Source: an optimization exercise on an open RTL-to-GDS flow (aim: small area, a short achievable clock period and few clock cycles per item). Production flows keep margins and buffers that such runs may drop.
Only simulation tests tie the RTL to the original design; equivalence was not proved.

<file path="flow/config.mk">
export PLATFORM = sky130hd
export DESIGN_NAME = stepper_position_pulser
export DESIGN_NICKNAME = stepper_position_pulser
export VERILOG_FILES = /design/flow/design.v
export SDC_FILE = /design/flow/constraint.sdc
export NUM_CORES = 4
export LEC_CHECK = 0
export CAP_MARGIN = 20
export CORE_MARGIN = 2
export CORE_UTILIZATION = 40
export SLEW_MARGIN = 20
</file>
<file path="flow/constraint.sdc">
create_clock -name core_clock -period 8.0 [get_ports {i_clk}]
set_input_delay 1.6000 -clock core_clock [delete_from_list [all_inputs] [get_ports {i_clk}]]
set_output_delay 1.6000 -clock core_clock [all_outputs]
set_load 0.01 [all_outputs]
</file>
<file path="flow/design.v">
package spp_pkg;
    localparam logic [1:0] KIND_TICK = 2'd0;
    localparam logic [1:0] KIND_MOVE = 2'd1;
    localparam logic [1:0] KIND_HOME = 2'd2;
    localparam logic [1:0] MODE_IDLE   = 2'd0;
    localparam logic [1:0] MODE_SETTLE = 2'd1;
    localparam logic [1:0] MODE_STEP   = 2'd2;
    localparam logic [1:0] MODE_HOME   = 2'd3;
    localparam logic [2:0] CFG_FULL_TRAVEL   = 3'd0;
    localparam logic [2:0] CFG_STEP_PERIOD   = 3'd1;
    localparam logic [2:0] CFG_HOMING_PERIOD = 3'd2;
    localparam logic [2:0] CFG_HOMING_EXTRA  = 3'd3;
    localparam logic [2:0] CFG_SETTLE        = 3'd4;
    localparam logic [15:0] RST_FULL_TRAVEL   = 16'd2000;
    localparam logic [19:0] RST_STEP_PERIOD   = 20'd1000;
    localparam logic [19:0] RST_HOMING_PERIOD = 20'd5000;
    localparam logic [15:0] RST_HOMING_EXTRA  = 16'd500;
    localparam logic [15:0] RST_SETTLE        = 16'd1000;
    localparam logic [14:0] PERCENT_FULL_Q8 = 15'd25600;
    localparam logic [23:0] RECIP_100   = 24'd10737419;
    localparam int          RECIP_SHIFT = 30;
    typedef struct packed {
        logic [1:0]  kind;
        logic [15:0] target;
    } t_cmd;
    typedef struct packed {
        logic        step_level;
        logic        direction_level;
        logic [15:0] position_steps;
        logic        busy_res;
        logic        command_ignored;
    } t_res;
    typedef struct packed {
        logic [15:0] full_travel;
        logic [19:0] step_period;
        logic [19:0] homing_period;
        logic [15:0] homing_extra;
        logic [15:0] settle;
    } t_cfg;
    function automatic logic [19:0] half_of(input logic [19:0] period);
        logic [19:0] h;
        h = {1'b0, period[19:1]};
        if (h == 20'd0) h = 20'd1;
        half_of = h;
    endfunction
endpackage
module spp_fifo #(
    parameter int WIDTH = 18,
    parameter int DEPTH = 4
) (
    input  logic                       i_clk,
    input  logic                       i_rst_n,
    input  logic                       i_push,
    input  logic [WIDTH-1:0]           i_data,
    input  logic                       i_pop,
    output logic [WIDTH-1:0]           o_data,
    output logic                       o_empty,
    output logic                       o_full,
    output logic [$clog2(DEPTH+1)-1:0] o_count
);
    localparam int PTR_W = (DEPTH > 1) ? $clog2(DEPTH) : 1;
    localparam int CNT_W = $clog2(DEPTH + 1);
    logic [WIDTH-1:0] r_mem [DEPTH];
    logic [PTR_W-1:0] r_wr_ptr, r_rd_ptr;
    logic [CNT_W-1:0] r_count;
    logic             do_push, do_pop;
    assign o_empty = (r_count == '0);
    assign o_full  = (r_count == CNT_W'(DEPTH));
    assign o_count = r_count;
    assign o_data  = r_mem[r_rd_ptr];
    assign do_push = i_push && !o_full;
    assign do_pop  = i_pop && !o_empty;
    always_ff @(posedge i_clk) begin
        if (!i_rst_n) begin
            r_wr_ptr <= '0;
            r_rd_ptr <= '0;
            r_count  <= '0;
        end else begin
            if (do_push) r_wr_ptr <= r_wr_ptr + PTR_W'(1);
            if (do_pop)  r_rd_ptr <= r_rd_ptr + PTR_W'(1);
            if (do_push && !do_pop)      r_count <= r_count + CNT_W'(1);
            else if (do_pop && !do_push) r_count <= r_count - CNT_W'(1);
        end
    end
    always_ff @(posedge i_clk) begin
        if (do_push) r_mem[r_wr_ptr] <= i_data;
    end
endmodule
module spp_front (
    input  logic               i_clk,
    input  logic               i_rst_n,
    input  logic               i_valid,
    input  logic [1:0]         i_kind,
    input  logic signed [15:0] i_target_percent,
    input  logic [15:0]        i_full_travel,
    output logic               o_cmd_valid,
    output spp_pkg::t_cmd      o_cmd,
    output logic [1:0]         o_inflight
);
    logic [14:0] pc;
    logic [30:0] n_prod1;
    logic [46:0] n_prod2;
    logic [30:0] r_prod1;
    logic [46:0] r_prod2;
    logic [1:0]  r_kind1, r_kind2;
    logic        r_v1, r_v2;
    always_comb begin
        if (i_target_percent[15])                          pc = '0;
        else if (i_target_percent[14:0] > spp_pkg::PERCENT_FULL_Q8) pc = spp_pkg::PERCENT_FULL_Q8;
        else                                               pc = i_target_percent[14:0];
    end
    assign n_prod1 = 31'(pc) * 31'(i_full_travel);
    assign n_prod2 = 47'(r_prod1[30:8]) * 47'(spp_pkg::RECIP_100);
    always_ff @(posedge i_clk) begin
        if (!i_rst_n) begin
            r_v1 <= 1'b0;
            r_v2 <= 1'b0;
        end else begin
            r_v1 <= i_valid;
            r_v2 <= r_v1;
        end
    end
    always_ff @(posedge i_clk) begin
        r_prod1 <= n_prod1;
        r_kind1 <= i_kind;
        r_prod2 <= n_prod2;
        r_kind2 <= r_kind1;
    end
    assign o_cmd_valid   = r_v2;
    assign o_cmd.kind    = r_kind2;
    assign o_cmd.target  = r_prod2[spp_pkg::RECIP_SHIFT+15:spp_pkg::RECIP_SHIFT];
    assign o_inflight    = 2'(r_v1) + 2'(r_v2);
endmodule
module spp_back (
    input  logic          i_clk,
    input  logic          i_rst_n,
    input  spp_pkg::t_cfg i_cfg,
    input  logic          i_cmd_valid,
    input  spp_pkg::t_cmd i_cmd,
    input  logic          i_res_room,
    output logic          o_cmd_take,
    output logic          o_res_valid,
    output spp_pkg::t_res o_res
);
    logic [15:0] r_position, n_position;
    logic        r_dir, n_dir;
    logic        r_pulse, n_pulse;
    logic [1:0]  r_mode, n_mode;
    logic [16:0] r_steps, n_steps;
    logic [19:0] r_timer, n_timer;
    logic        fire, ignored;
    logic [19:0] half_step, half_home, cur_half, t_dec;
    logic [16:0] s_dec, total;
    assign fire       = i_cmd_valid && i_res_room;
    assign half_step  = spp_pkg::half_of(i_cfg.step_period);
    assign half_home  = spp_pkg::half_of(i_cfg.homing_period);
    assign cur_half   = (r_mode == spp_pkg::MODE_HOME) ? half_home : half_step;
    assign t_dec      = (r_timer != 20'd0) ? r_timer - 20'd1 : 20'd0;
    assign s_dec      = r_steps - 17'd1;
    assign total      = 17'(i_cfg.full_travel) + 17'(i_cfg.homing_extra);
    always_comb begin
        n_position = r_position;
        n_dir      = r_dir;
        n_pulse    = r_pulse;
        n_mode     = r_mode;
        n_steps    = r_steps;
        n_timer    = r_timer;
        ignored    = 1'b0;
        if (fire) begin
            unique case (i_cmd.kind)
                spp_pkg::KIND_TICK: begin
                    if (r_mode != spp_pkg::MODE_IDLE) begin
                        n_timer = t_dec;
                        if (t_dec == 20'd0) begin
                            if (r_mode == spp_pkg::MODE_SETTLE) begin
                                n_mode  = spp_pkg::MODE_STEP;
                                n_pulse = 1'b1;
                                n_timer = half_step;
                            end else if (r_pulse) begin
                                n_pulse = 1'b0;
                                n_timer = cur_half;
                            end else begin
                                if (r_mode == spp_pkg::MODE_STEP)
                                    n_position = r_dir ? r_position + 16'd1
                                                       : r_position - 16'd1;
                                n_steps = s_dec;
                                if (s_dec == 17'd0) begin
                                    if (r_mode == spp_pkg::MODE_HOME) n_position = '0;
                                    n_mode  = spp_pkg::MODE_IDLE;
                                    n_timer = '0;
                                end else begin
                                    n_pulse = 1'b1;
                                    n_timer = cur_half;
                                end
                            end
                        end
                    end
                end
                spp_pkg::KIND_MOVE: begin
                    if (r_mode != spp_pkg::MODE_IDLE) begin
                        ignored = 1'b1;
                    end else if (i_cmd.target != r_position) begin
                        n_dir   = (i_cmd.target > r_position);
                        n_steps = n_dir ? 17'(i_cmd.target - r_position)
                                        : 17'(r_position - i_cmd.target);
                        if (i_cfg.settle == 16'd0) begin
                            n_mode  = spp_pkg::MODE_STEP;
                            n_pulse = 1'b1;
                            n_timer = half_step;
                        end else begin
                            n_mode  = spp_pkg::MODE_SETTLE;
                            n_pulse = 1'b0;
                            n_timer = 20'(i_cfg.settle);
                        end
                    end
                end
                spp_pkg::KIND_HOME: begin
                    if (r_mode != spp_pkg::MODE_IDLE) begin
                        ignored = 1'b1;
                    end else begin
                        n_dir = 1'b0;
                        if (total == 17'd0) begin
                            n_position = '0;
                        end else begin
                            n_steps = total;
                            n_mode  = spp_pkg::MODE_HOME;
                            n_pulse = 1'b1;
                            n_timer = half_home;
                        end
                    end
                end
                default: ;   
            endcase
        end
    end
    always_ff @(posedge i_clk) begin
        if (!i_rst_n) begin
            r_position <= '0;
            r_dir      <= 1'b0;
            r_pulse    <= 1'b0;
            r_mode     <= spp_pkg::MODE_IDLE;
            r_steps    <= '0;
            r_timer    <= '0;
        end else begin
            r_position <= n_position;
            r_dir      <= n_dir;
            r_pulse    <= n_pulse;
            r_mode     <= n_mode;
            r_steps    <= n_steps;
            r_timer    <= n_timer;
        end
    end
    assign o_cmd_take            = fire;
    assign o_res_valid           = fire;
    assign o_res.step_level      = n_pulse;
    assign o_res.direction_level = n_dir;
    assign o_res.position_steps  = n_position;
    assign o_res.busy_res        = (n_mode != spp_pkg::MODE_IDLE);
    assign o_res.command_ignored = ignored;
endmodule
module stepper_position_pulser #(
    parameter int QUEUE_DEPTH  = 4,    
    parameter int RESULT_DEPTH = 2     
) (
    input  logic               i_clk,
    input  logic               i_rst_n,
    input  logic               push,
    output logic               full,
    input  logic [1:0]         i_kind,
    input  logic signed [15:0] i_target_percent,
    input  logic               pop,
    output logic               empty,
    output logic               o_step_level,
    output logic               o_direction_level,
    output logic [15:0]        o_position_steps,
    output logic               o_busy_res,
    output logic               o_command_ignored,
    input  logic               i_cfg_valid,
    output logic               o_cfg_ready,
    input  logic [2:0]         i_cfg_index,
    input  logic [19:0]        i_cfg_data
);
    localparam int QCNT_W = $clog2(QUEUE_DEPTH + 1);
    localparam int RCNT_W = $clog2(RESULT_DEPTH + 1);
    spp_pkg::t_cfg  r_cfg;
    spp_pkg::t_cmd  front_cmd, q_cmd;
    spp_pkg::t_res  back_res, out_res;
    logic  front_valid, q_empty, q_full, q_take;
    logic  res_valid, res_full;
    logic  [1:0]        inflight;
    logic  [QCNT_W-1:0] q_count;
    logic  [RCNT_W-1:0] res_count;
    logic  [QCNT_W:0]   occupancy;
    logic  in_xfer;
    assign o_cfg_ready = 1'b1;
    always_ff @(posedge i_clk) begin
        if (!i_rst_n) begin
            r_cfg.full_travel   <= spp_pkg::RST_FULL_TRAVEL;
            r_cfg.step_period   <= spp_pkg::RST_STEP_PERIOD;
            r_cfg.homing_period <= spp_pkg::RST_HOMING_PERIOD;
            r_cfg.homing_extra  <= spp_pkg::RST_HOMING_EXTRA;
            r_cfg.settle        <= spp_pkg::RST_SETTLE;
        end else if (i_cfg_valid && o_cfg_ready) begin
            unique case (i_cfg_index)
                spp_pkg::CFG_FULL_TRAVEL:   r_cfg.full_travel   <= i_cfg_data[15:0];
                spp_pkg::CFG_STEP_PERIOD:   r_cfg.step_period   <= i_cfg_data;
                spp_pkg::CFG_HOMING_PERIOD: r_cfg.homing_period <= i_cfg_data;
                spp_pkg::CFG_HOMING_EXTRA:  r_cfg.homing_extra  <= i_cfg_data[15:0];
                spp_pkg::CFG_SETTLE:        r_cfg.settle        <= i_cfg_data[15:0];
                default: ;   
            endcase
        end
    end
    assign occupancy = {1'b0, q_count} + (QCNT_W + 1)'(inflight);
    assign full      = (occupancy >= (QCNT_W + 1)'(QUEUE_DEPTH));
    assign in_xfer   = push && !full;
    spp_front u_front (
        .i_clk            (i_clk),
        .i_rst_n          (i_rst_n),
        .i_valid          (in_xfer),
        .i_kind           (i_kind),
        .i_target_percent (i_target_percent),
        .i_full_travel    (r_cfg.full_travel),
        .o_cmd_valid      (front_valid),
        .o_cmd            (front_cmd),
        .o_inflight       (inflight)
    );
    spp_fifo #(
        .WIDTH ($bits(front_cmd)),
        .DEPTH (QUEUE_DEPTH)
    ) u_cmd_q (
        .i_clk   (i_clk),
        .i_rst_n (i_rst_n),
        .i_push  (front_valid),
        .i_data  (front_cmd),
        .i_pop   (q_take),
        .o_data  (q_cmd),
        .o_empty (q_empty),
        .o_full  (q_full),
        .o_count (q_count)
    );
    spp_back u_back (
        .i_clk       (i_clk),
        .i_rst_n     (i_rst_n),
        .i_cfg       (r_cfg),
        .i_cmd_valid (!q_empty),
        .i_cmd       (q_cmd),
        .i_res_room  (!res_full),
        .o_cmd_take  (q_take),
        .o_res_valid (res_valid),
        .o_res       (back_res)
    );
    spp_fifo #(
        .WIDTH ($bits(back_res)),
        .DEPTH (RESULT_DEPTH)
    ) u_res_q (
        .i_clk   (i_clk),
        .i_rst_n (i_rst_n),
        .i_push  (res_valid),
        .i_data  (back_res),
        .i_pop   (pop),
        .o_data  (out_res),
        .o_empty (empty),
        .o_full  (res_full),
        .o_count (res_count)
    );
    assign o_step_level      = out_res.step_level;
    assign o_direction_level = out_res.direction_level;
    assign o_position_steps  = out_res.position_steps;
    assign o_busy_res        = out_res.busy_res;
    assign o_command_ignored = out_res.command_ignored;
endmodule
</file>
<file path="flow/run.sh">
#!/bin/bash
# synth_recipe.tcl (not shown) runs the flow's synth.tcl, then flattens the netlist and writes it again
# the make line also repeats each setting of config.mk as NAME=value (left out here)
make -C /OpenROAD-flow-scripts/flow DESIGN_CONFIG=/design/flow/config.mk WORK_HOME=/design/flow/orfs CLKGATE_MAP_FILE= SYNTH_SCRIPT=/design/flow/synth_recipe.tcl finish
</file>
==> results.txt <==
cells in the mapped netlist (16+ instances only):
library cell  number
a21oi_1          200
and2_1            86
xor2_1            41
mux2_2            25
and3_1            80
nand3_1           95
fa_1             379
a211oi_1          18
nand4_1           18
edfxtp_1         112
o21a_1            16
or3_1             20
nor2_1           150
inv_1            602
clkbuf_1         115
o211ai_1          19
mux4_2            18
ha_1             404
dfxtp_1          202
a21o_1            38
nand2_1          396
nor4_1            29
nor3_1            54
xnor2_1           50
o21ai_0          113
mux2i_1           17
sequential cells by signal (all words and copies together), names as in the netlist, named ones only:
| register | flops |
|---|---|
| u_res_q.r_wr_ptr | 1 |
| u_front.r_v2 | 1 |
| u_res_q.r_mem | 40 |
| u_front.r_prod1 | 23 |
| u_back.r_dir | 1 |
| u_back.r_steps | 17 |
| u_back.r_mode | 2 |
| u_cmd_q.r_wr_ptr | 2 |
| u_res_q.r_rd_ptr | 1 |
| u_back.r_timer | 20 |
| u_cmd_q.r_count | 3 |
| u_front.r_kind2 | 2 |
| u_front.r_kind1 | 2 |
| u_front.r_prod2 | 16 |
| u_res_q.r_count | 2 |
| u_front.r_v1 | 1 |
| r_cfg | 86 |
| u_cmd_q.r_rd_ptr | 2 |
| u_back.r_position | 16 |
| u_back.r_pulse | 1 |
| u_cmd_q.r_mem | 72 |
layout make-up:
| type | instances | share of cell area (%) |
|---|---|---|
| Tap cell | 1070 | 3.59 |
| Clock inverter | 23 | 0.828 |
| Inverter | 604 | 6.07 |
| Clock buffer | 45 | 2.70 |
| Antenna cell | 1 | 0.00670 |
| Timing Repair Buffer | 195 | 4.51 |
| Multi-Input combinational cell | 2552 | 62.4 |
| Sequential cell | 314 | 19.8 |
stage by stage:
stage / hold WS (ns)
2_1_floorplan: 0.310
6_report: 0.418
5_1_grt: 0.427
3_5_place_dp: 0.407
3_3_place_gp: 0.418
4_1_cts: 0.426
cell families after synthesis:
| group | count (synthesis) | synth area share (%) |
|---|---|---|
| and+or+nand+nor | 1019 | 14.9 |
| DFF | 314 | 22.2 |
| buffers and inverters | 739 | 8.49 |
| AOI/OAI and AO/OA | 598 | 11.6 |
| muxes | 60 | 2.57 |
| other | 1 | 0.0112 |
| adders and majority gates | 783 | 37.9 |
| xor gates and xnor gates | 91 | 2.39 |
worst max-delay path, delay by kind of cell:
| family | cells | cell delay, ns |
|---|---|---|
| simple gates | 7 | 1.05 |
| compound gates | 5 | 0.66 |
| buf+inv | 12 | 1.57 |
| fa+ha+maj | 7 | 3.33 |
worst max path at each step:
stage | slack [ns] | cells after the start | start | to
3_5_place_dp | -0.88 | 27 | i_target_percent[3] | u_front.r_prod1[30]
5_1_grt | -0.04 | 27 | i_target_percent[10] | u_front.r_prod1[26]
3_3_place_gp | -0.91 | 25 | i_target_percent[3] | u_front.r_prod1[26]
4_1_cts | 0.003 | 25 | i_target_percent[1] | u_front.r_prod1[26]
6_report | 0.24 | 31 | i_target_percent[9] | u_front.r_prod1[25]
2_1_floorplan | 0.005 | 25 | i_target_percent[0] | u_front.r_prod1[27]
metal layers:
metal	wire, um	global-route usage, %
met1	39600	27.9
met2	42600	35.3
met3	4390	2.31
met4	2040	5.58
met5	0	0
repair_timing:
item / CTS / global route
endpoints found under the setup margin: 12 / 15
resized for setup: 6 / 33
pin swaps: 0 / 19
buffers inserted: 0 / 3
endpoints found under the hold margin: 0 / 0
cloned: 0 / 1
==> flow_metrics.tcl <==
set metrics [dict create \
    first_global_vias 26100 \
    max-slew-margin-rel_pct 31.4 \
    synthCells 3605 \
    dieArea_um2 85800 \
    setup_violations 0 \
    ant_nets 0 \
    synth_top_area_cell "fa_1" \
    clockRootBuffer "clkbuf_16" \
    final_layout_size_suffix_gt1_share_pct 8.49 \
    worstHoldPathCells 0 \
    wl_per_cell_um 18.4 \
    gp_congestion 0.906 \
    setup_ws_ns 0.235 \
    period_share_pct 97.1 \
    tightest_slew_ns 1.03 \
    hold_start "u_front.r_kind1[1]" \
    tritoncts "yes" \
    arrival_ns 8.24 \
    drv_cap 0 \
    cts_inserted_buffers 37 \
    rows 105 \
    nNetsFinal 4533 \
    syn_nets 4434 \
    vias 25800 \
    slowest_delay_ns 0.55 \
    routed_via_density 5.36 \
    grt_start_max_net_pins 73 \
    die_y_um 293 \
    startpoint_type "primary input" \
    core-area_um2 82400 \
    finalCriticalPeriod_ns 7.76 \
    setup_tns_ns 0 \
    insertion_delay_ns 0.58 \
    worstPathRequired_ns 8.47 \
    post-route-util_pct 45.3 \
    reg2reg_depth 22 \
    htree_levels 2 \
    initial_core_util_pct 40.5 \
    n_fill_cell 7964 \
    ctsHoldBuffers 0 \
    dp_cells 4731 \
    worstReg2RegStart "u_front.r_prod1[17]" \
    cts.sinks 314 \
    seq_area_um2 7410 \
    status "complete, no violations" \
    wirelength_mm 88.6 \
    slowest_stage "fa_1" \
    syn_to_final_growth_pct 11.8 \
    multi_input_comb_area_um2 23300 \
    hold_end "u_front.r_kind2[1]" \
    synth_area_um2 33400 \
    seq_area_frac_synth_pct 22.2 \
    dp_slack_ns -0.883 \
    grt_usage_pct 20.7 \
    synth_top_area_share_pct 22.7 \
    layout_commonest_cell "inv_1" \
    drc_errors 0 \
    dr.pass1.iters 6 \
    synthTopCellsByArea "fa_1, ha_1, dfxtp_1" \
    synth_cell_types 102 \
    hold_class "reg -> reg" \
    ys_ff_latch 314 \
    synth_ff_type "dfxtp_1" \
    antenna_found_initial 1 \
    fmax_ghz 0.129 \
    rsz0062_at_grt "true" \
    final_cell_mix "inv_1, ha_1, nand2_1" \
    port_buffers 67 \
    drtIter0Drc 1758 \
    crit_type "in -> reg" \
    fin_area_um2 37300 \
    rrSetupSlack_ns 0.51 \
    hold_viol 0 \
    grt_overflow_total 0 \
    cp-end-kind "register" \
    placed_area_um2 35800 \
    die_x_um 293 \
    ios 69 \
    path_clk_slew_ns 0.06 \
    async_flop_share_pct 0 \
    path_max_fanout 14 \
    synth_edf_count 112 \
    grt_pass1_wl_mm 142 \
    clockBufferDepth 3 \
    finClkSkew_ns 0.0353 \
    yosysWarnings 5 \
    r2r_end "u_front.r_prod2[44]" \
    maxSlewViolCount 0 \
    hpwl_mm 69.9 \
    avgSynthCellArea_um2 9.26 \
    final_cells 4804 \
]
Testbench counts, summed over its fixed seeds: cycles 32,160, items 32,000.

==> re-timing with driven ports <==
The flow's constraints put no driver on any port. The routed layout listed below was extracted and timed again, unchanged, in two steps. Step 1 assumes that a clkbuf_16 drives the clock port and a buf_2 every other input. Step 2 times the ports against the registers' clock, not the clock port: input delays grow and output delays shrink by t, the midpoint of the rising clock arrivals with the driver on. a / b / c = no drivers / after step 1 / after step 2; a / b = the first two.
shift t [ns]: 0.630
setup WS [ns]: 0.235 / 0.274 / -0.356
hold slack, ns: 0.418 / 0.418 / 0.418
worst setup path at the end: input to register
clock arrival spread, ns: 0.035 / 0.036
Met with ideal ports but missed after step 2: setup timing in this run. The setup slack of this run moves by +0.039 ns with the drivers and by -0.591 ns with both steps.
